From an optimization exercise on the open Yosys and OpenROAD flow, aimed at small area, a short achievable clock period and few clock cycles per item; shortcuts taken in it are not production practice. No run shown here included a check of the RTL's function; only the layout flow was run.

==> flow/design.v, too long to show whole: its modules and the start of the top module <==
// module hilo_md_unit: 852 lines
module hilo_md_unit #(
    parameter int DATA_W    = 32,
    parameter int DIV_CNT_W = 6
) (
    input  logic              cpu_clk_50M,
    input  logic              cpu_rst_n,
    input  logic              flush_i,
    input  logic              op_valid_i,
    output logic              op_ready_o,
    input  logic [2:0]        op_i,
    input  logic              sign_i,
    input  logic [DATA_W-1:0] src_a_i,
    input  logic [DATA_W-1:0] src_b_i,
    output logic [DATA_W-1:0] hi_o,
    output logic [DATA_W-1:0] lo_o,
    output logic              done_o
);
  // ...
==> flow/run.sh <==
#!/bin/bash
# synth_recipe.tcl (not shown) runs the flow's synth.tcl, then flattens the netlist and writes it again
# the make line also repeats each setting of config.mk as NAME=value (left out here)
make -C /OpenROAD-flow-scripts/flow DESIGN_CONFIG=/design/flow/config.mk WORK_HOME=/design/flow/orfs CLKGATE_MAP_FILE= SYNTH_SCRIPT=/design/flow/synth_recipe.tcl finish
==> flow/config.mk <==
export PLATFORM = sky130hd
export DESIGN_NAME = hilo_md_unit
export DESIGN_NICKNAME = hilo_md_unit
export VERILOG_FILES = /design/flow/design.v
export SDC_FILE = /design/flow/constraint.sdc
export NUM_CORES = 4
export LEC_CHECK = 0
export ABC_AREA = 1
export CAP_MARGIN = 20
export CORE_MARGIN = 2
export CORE_UTILIZATION = 55
export SETUP_SLACK_MARGIN = 5
export SLEW_MARGIN = 20
==> flow/constraint.sdc <==
create_clock -name core_clock -period 14.0 [get_ports {cpu_clk_50M}]
set_input_delay 2.8000 -clock core_clock [delete_from_list [all_inputs] [get_ports {cpu_clk_50M}]]
set_output_delay 2.8000 -clock core_clock [all_outputs]
set_load 0.01 [all_outputs]
==> run notes, run 1 <==
status complete, no violations; commonest non-fill, non-tap cells in the layout 1,442 x nand2_1, 1,204 x inv_1, 607 x nor2_1; hold path startpoint cnt_q[5]; HP Class reg2reg; # IOs 138; Finished Layout Cells 8,758; met2 usage 0.6887; final worst path period share 0.6555; slowest stage delay, CP 0.97 ns; Yosys top cell area share 0.2263; dpl ws 3.319 ns; synth top area cells fa_1 23%, nand2_1 10%, inv_1 8.7%, xor2_1 7.5%, o22ai_1 6.3%; Top Layer Used met5; Final GP Congestion 1.132; CTS Buffer Depth 3; Seq Cell Count 234; Final Max Tran Viols 0; cell with the most instances after synthesis nand2_1; Tap Count 1,265; compound-gate portion of the synthesized area 0.1468; Syn Area/Cell 6.898 µm²; CTS root buf clkbuf_16; crit path time final 9.176 ns; post-synthesis sequential area ratio 0.1086; Synth Warn # 2
==> run 2: changes to the inputs <==
--- a/flow/design.v
+++ b/flow/design.v
@@ -12,17 +12,17 @@
     input  logic              sign_i,
     input  logic [DATA_W-1:0] src_a_i,
     input  logic [DATA_W-1:0] src_b_i,
     output logic [DATA_W-1:0] hi_o,
     output logic [DATA_W-1:0] lo_o,
     output logic              done_o
 );
     localparam int c_w2  = 2 * DATA_W;
-    localparam int DIV_K = 2;                        
+    localparam int DIV_K = 4;                        
     localparam logic [2:0] c_op_mthi = 3'd1;
     localparam logic [2:0] c_op_mtlo = 3'd2;
     localparam logic [2:0] c_op_mult = 3'd3;
     localparam logic [2:0] c_op_madd = 3'd4;
     localparam logic [2:0] c_op_msub = 3'd5;
     localparam logic [2:0] c_op_div  = 3'd6;
     function automatic logic [1:0] fa(input logic x, input logic y, input logic z);
         fa = {(x & y) | (x & z) | (y & z), x ^ y ^ z};
@@ -66,17 +66,36 @@
     logic                 done_q;
     logic [c_w2-1:0]      hl_s_q, hl_c_q;   
     logic [DATA_W-1:0]    quo_q;            
     logic [DATA_W-1:0]    rem_q;
     logic [DATA_W-1:0]    dvs_q;
     logic                 qneg_q, rneg_q;
     logic [DIV_CNT_W-1:0] cnt_q;
     logic [c_w2-1:0]      w_hl;
-    assign w_hl       = hl_s_q + hl_c_q;
+    always_comb begin : hl_cpa
+        logic [c_w2-1:0] p, g, gg, pp;
+        p  = hl_s_q ^ hl_c_q;
+        g  = hl_s_q & hl_c_q;
+        gg = g;
+        pp = p;
+        for (int d = 1; d < c_w2; d = d * 2) begin
+            for (int i = 2 * d - 1; i < c_w2; i = i + 2 * d) begin
+                gg[i] = gg[i] | (pp[i] & gg[i-d]);
+                pp[i] = pp[i] & pp[i-d];
+            end
+        end
+        for (int d = c_w2 / 4; d >= 1; d = d / 2) begin
+            for (int i = 3 * d - 1; i < c_w2; i = i + 2 * d) begin
+                gg[i] = gg[i] | (pp[i] & gg[i-d]);
+                pp[i] = pp[i] & pp[i-d];
+            end
+        end
+        w_hl = p ^ {gg[c_w2-2:0], 1'b0};
+    end
     assign op_ready_o = ~busy_q;
     assign hi_o       = w_hl[c_w2-1:DATA_W];
     assign lo_o       = w_hl[DATA_W-1:0];
     assign done_o     = done_q;
     logic w_accept;
     assign w_accept = op_valid_i & ~busy_q & ~flush_i;
     logic              w_is_msub, w_use_acc;
     logic [DATA_W:0]   w_ma;            
@@ -759,17 +778,17 @@
     assign w_a_ones = src_a_i ^ {DATA_W{w_a_neg}};
     assign w_b_ones = src_b_i ^ {DATA_W{w_b_neg}};
     assign w_a_mag  = w_a_ones + DATA_W'(w_a_neg);
     assign w_b_mag  = w_b_ones + DATA_W'(w_b_neg);
     assign w_b_zero = (src_b_i == '0);
     assign w_m      = 7'd31 + {1'b0, lzc32(w_a_ones)} - {1'b0, lzc32(w_b_ones)}
                       - 7'(w_a_neg & low_mask(w_a_ones)) + 7'(w_b_neg & low_mask(w_b_ones));
     assign w_div_quick = w_m[5];
-    assign w_skip   = {w_m[4:1], 1'b0};
+    assign w_skip   = {w_m[4:2], 2'b00};
     assign w_dvd_sh = {{DATA_W{1'b0}}, w_a_mag} << w_skip;
     logic [DATA_W-1:0] w_q_end, w_r_end;
     always_comb begin : div_steps
         logic [DATA_W:0]   sh, diff;
         logic [DATA_W-1:0] rem, quo;
         rem = rem_q;
         quo = quo_q;
         for (int k = 0; k < DIV_K; k++) begin
@@ -842,13 +861,13 @@
             quo_q <= w_q_end;
             cnt_q <= cnt_q - DIV_CNT_W'(1);
         end else begin
             rem_q  <= w_dvd_sh[c_w2-1:DATA_W];
             quo_q  <= w_dvd_sh[DATA_W-1:0];
             dvs_q  <= w_b_mag;
             qneg_q <= w_a_neg ^ w_b_neg;
             rneg_q <= w_a_neg;
-            cnt_q  <= {2'b00, ~w_m[4:1]};
+            cnt_q  <= {3'b000, ~w_m[4:2]};
         end
     end
 endmodule
 `default_nettype wire
==> flow/config.mk (replaced) <==
export PLATFORM = sky130hd
export DESIGN_NAME = hilo_md_unit
export DESIGN_NICKNAME = hilo_md_unit
export VERILOG_FILES = /design/flow/design.v
export SDC_FILE = /design/flow/constraint.sdc
export NUM_CORES = 4
export LEC_CHECK = 0
export ABC_AREA = 1
export CAP_MARGIN = 20
export CORE_MARGIN = 2
export CORE_UTILIZATION = 40
export SETUP_SLACK_MARGIN = 5
export SLEW_MARGIN = 20
==> run 2 against run 1 <==
Effect of this change:
- flip-flop and latch count unchanged
- core utilization fell by 13 points
- die area up 35%
- critical endpoint is now hl_s_q[39]
- highest routed layer unchanged
==> run notes, run 2 <==
RSZ-0062 raised after global routing yes (was no); status complete, no violations (unchanged); synth top area cells fa_1 24%, xor2_1 11%, nand2_1 10%, inv_1 7.6%, o22ai_1 6.3% (was fa_1 23%, nand2_1 10%, inv_1 8.7%, xor2_1 7.5%, o22ai_1 6.3%); hold worst-path end cnt_q[0] (was cnt_q[5]); Fin. Hold Viols 0 (unchanged); initial antenna violation count 2 (was 17); hold path startpoint cnt_q[0] (was cnt_q[5]); Commonest cells post-synth 1,369 x nand2_1, 1,049 x inv_1, 629 x xor2_1 (was 1,456 x nand2_1, 1,210 x inv_1, 610 x nor2_1); Core ar. 127,800 µm² (was 94,590 µm²); Syn Std Cell Area 51,620 µm² (was 52,280 µm²); first-pass GRT wire length 335,600 µm (was 374,200 µm); Placed Area 54,580 µm² (was 54,730 µm²); CTS tree yes (unchanged); Worst Path Class, Setup in2reg (unchanged); setup_tns 0 ns (unchanged); DR vias/cell 5.992 (was 6.583); H-tree levels 1 (was 2); area grow syn2layout 14.60% (was 7.685%); final worst path period share 0.6346 (was 0.6555); Yosys top cell by area fa_1 (unchanged); WP data required 14.53 ns (was 14.49 ns); pin count of the biggest net entering global routing 154 (was 79); Final #Nets 7,929 (was 8,318); crit path time final 8.885 ns (was 9.176 ns); Die Area 131,900 µm² (was 97,540 µm²); HP Class reg2reg (unchanged); register area 5679 µm² (unchanged); Slew HR 0.2032 (was 0.1705); Initial DRT Pass Iterations 7 (was 21); Initial DRC Count 6,319 (was 10,100); Max Clock Freq 112.6 MHz (was 109.0 MHz); starting density of the core 0.4038 (was 0.5527); WL per Instance 26.84 µm (was 29.86 µm); commonest non-fill, non-tap cell in the layout nand2_1 (unchanged); Vias 51,918 (was 57,651); startpoint types input port (unchanged); worst skew pair latency 0.64 ns (was 0.62 ns); endpoints failing setup 0 (unchanged); top flop regs hl_c_q: 64 flops, hl_s_q: 64 flops (unchanged); asr flop ratio synth 0.5556 (unchanged); # rows 131 (was 113); ratio of cells with drive above 1 in the final layout 0.1097 (was 0.04021); CTS Sinks 234 (unchanged); Final Max Tran Viols 0 (unchanged); reg2reg start dvs_q[0] (unchanged); slowest library cell on the worst path clkdlybuf4s50_1 (unchanged); max-cap check violation count 0 (unchanged); Arr. time, crit path 9.42 ns (was 9.67 ns); Post-Route WL 232,500 µm (was 261,500 µm); number of remaining DRC errors 0 (unchanged); worst slew pin tran 1.185 ns (was 1.231 ns); Yosys reg bits 234 (unchanged); CTS root buf clkbuf_16 (unchanged); number of global-route vias before repair 51,096 (was 54,707); Final Cell Area 59,160 µm² (was 56,300 µm²); Finished Layout Cells 8,664 (was 8,758); total global routing overflow 0 (unchanged); cell with the most instances after synthesis nand2_1 (unchanged); Tot GR Track Use 0.3401 (was 0.5246); Multi-input gate area 42,560 µm² (was 40,520 µm²); slowest stage delay, CP 0.72 ns (was 0.97 ns); CTS Buffer Depth 3 (unchanged); r2r worst-path depth 58 (was 32); commonest non-fill, non-tap cells in the layout 1,285 x nand2_1, 1,013 x inv_1, 620 x fa_1 (was 1,442 x nand2_1, 1,204 x inv_1, 607 x nor2_1); HPWL Detailed 167,800 µm (was 190,500 µm); Fill cells 12,756 (was 9,125); CP Capture Type flop (unchanged); Num CTS Buffers 29 (was 34); post-synthesis sequential area ratio 0.1099 (was 0.1086); # IOs 138 (unchanged); Die Ht 363.2 µm (was 312.3 µm); cts hold-fix bufs 0 (unchanged); Hold Crit Depth 1 (was 2); Reg-to-Reg End hl_s_q[37] (was hl_s_q[47]); synthesized net count 7,925 (was 8,436); Worst Skew 0.02874 ns (was 0.03940 ns); worst setup path startpoint src_b_i[5] (was src_b_i[13]); Most common cell on crit path fa_1 (unchanged); Post-DRT Antenna Nets 0 (unchanged); Synth Warn # 2 (unchanged); Synth Flop Type dfrtp_1 (unchanged); Worst-path clk slew 0.07 ns (was 0.06 ns); Reg2Reg Setup Slack 5.23 ns (was 6.34 ns); Syn Area/Cell 7.402 µm² (was 6.898 µm²); EDFF count, synth 34 (unchanged); Die W 363.2 µm (was 312.3 µm); Post-Place Cells 8,477 (was 8,669); Yosys top cell area share 0.2420 (was 0.2263); Buffers on Ports 137 (unchanged); Final GP Congestion 1.051 (was 1.132); Cell variety after synth 64 (was 57); Synth Instances 6,974 (was 7,579); crit-path max FO 35 (was 17)
[run 2: repair_timing]
| action | CTS | global route |
|---|---|---|
| pin swaps | 42 | 85 |
| setup endpoints to repair | 194 | 145 |
| resized for setup | 253 | 357 |
| cloned | 14 | 10 |
| buffers inserted | 46 | 62 |
[run 2: worst max-delay path by stage]
stage / cells past startpoint / to / slack [ns]
2_1_floorplan: 66 / hl_s_q[32] / 5.20
3_3_place_gp: 58 / hl_s_q[2] / 2.12
3_5_place_dp: 57 / hl_s_q[24] / 2.04
4_1_cts: 64 / hl_s_q[54] / 5.00
5_1_grt: 61 / hl_s_q[57] / 4.76
6_report: 25 / hl_s_q[39] / 5.12
[run 2: metrics by stage]
| step | util | setup WS, ns | hold slack (ns) |
|---|---|---|---|
| after global routing | 0.4627 | 4.765 | 0.4883 |
| after global placement | 0.4269 | 2.122 | 0.4418 |
| after floorplan | - | 5.202 | 0.4266 |
| final | 0.4628 | 5.115 | 0.4606 |
| after detailed placement | 0.4269 | 2.039 | 0.4489 |
| after CTS | 0.4464 | 5.002 | 0.4579 |
[run 2: worst max-delay path: cells and delay by family]
kind,cells,cell delay [ns]
AOI/OAI and AO/OA,2,0.78
xor gates and xnor gates,1,0.13
adders and majority gates,7,2.83
buffers and inverters,7,1.88
and+or+nand+nor,8,0.94
[run 2: cell families after synthesis]
group | share of synthesized area
multiplexers | 0.0009695
AO/OA/AOI/OAI | 0.1520
flip-flops | 0.1099
buffers and inverters | 0.1144
AND/OR/NAND/NOR | 0.1752
XOR/XNOR | 0.1437
adder cells (fa/ha/maj) | 0.3038
[run 2: cell type report]
| cell class | instances | area share |
|---|---|---|
| multi-input cells | 5242 | 0.7194 |
| flip-flops and latches | 234 | 0.09599 |
| inverters | 1104 | 0.07104 |
| repair buffers | 367 | 0.06070 |
| well taps | 1662 | 0.03515 |
| clock buffers | 33 | 0.01303 |
| clock inverters | 21 | 0.004632 |
| diodes | 1 | 0.00004230 |
[run 2: per-layer routing]
metal,vias up,routed length (µm),global-route usage
met2,3560,97300,0.5030
met5,-,13,0.001816
met3,852,29100,0.08758
met1,25051,91830,0.4592
met4,2,14260,0.1684
li1,22453,-,-

static timing again, ports no longer ideal:
The flow's constraints put no driver on any port. The routed layouts listed below were extracted and timed again, unchanged, in two steps.
Step 1 sets driving cells, clkbuf_16 on the clock port and buf_2 on the other inputs (assumed; they add their load-dependent delay and slew).
Step 2, shift: input delay + t, output delay - t, t = (earliest + latest rising clock arrival at the registers) / 2. This alone moves slack from input paths to output paths.
Slacks: ideal ports / drivers / drivers and shift; pairs: ideal ports / drivers.
run | t, ns | setup slack, ns | worst setup path after step 2 | worst register clock-pin slew, ns
run 1 | 0.681 | 4.824 / 4.874 / 4.193 | input to register | 0.07 / 0.07
run 2 | 0.690 | 5.115 / 5.142 / 4.452 | input to register | 0.08 / 0.08
After both steps every run listed still meets setup and hold. The setup slack of run 2, which loses most, moves by +0.027 ns with the drivers and by -0.663 ns with both steps.
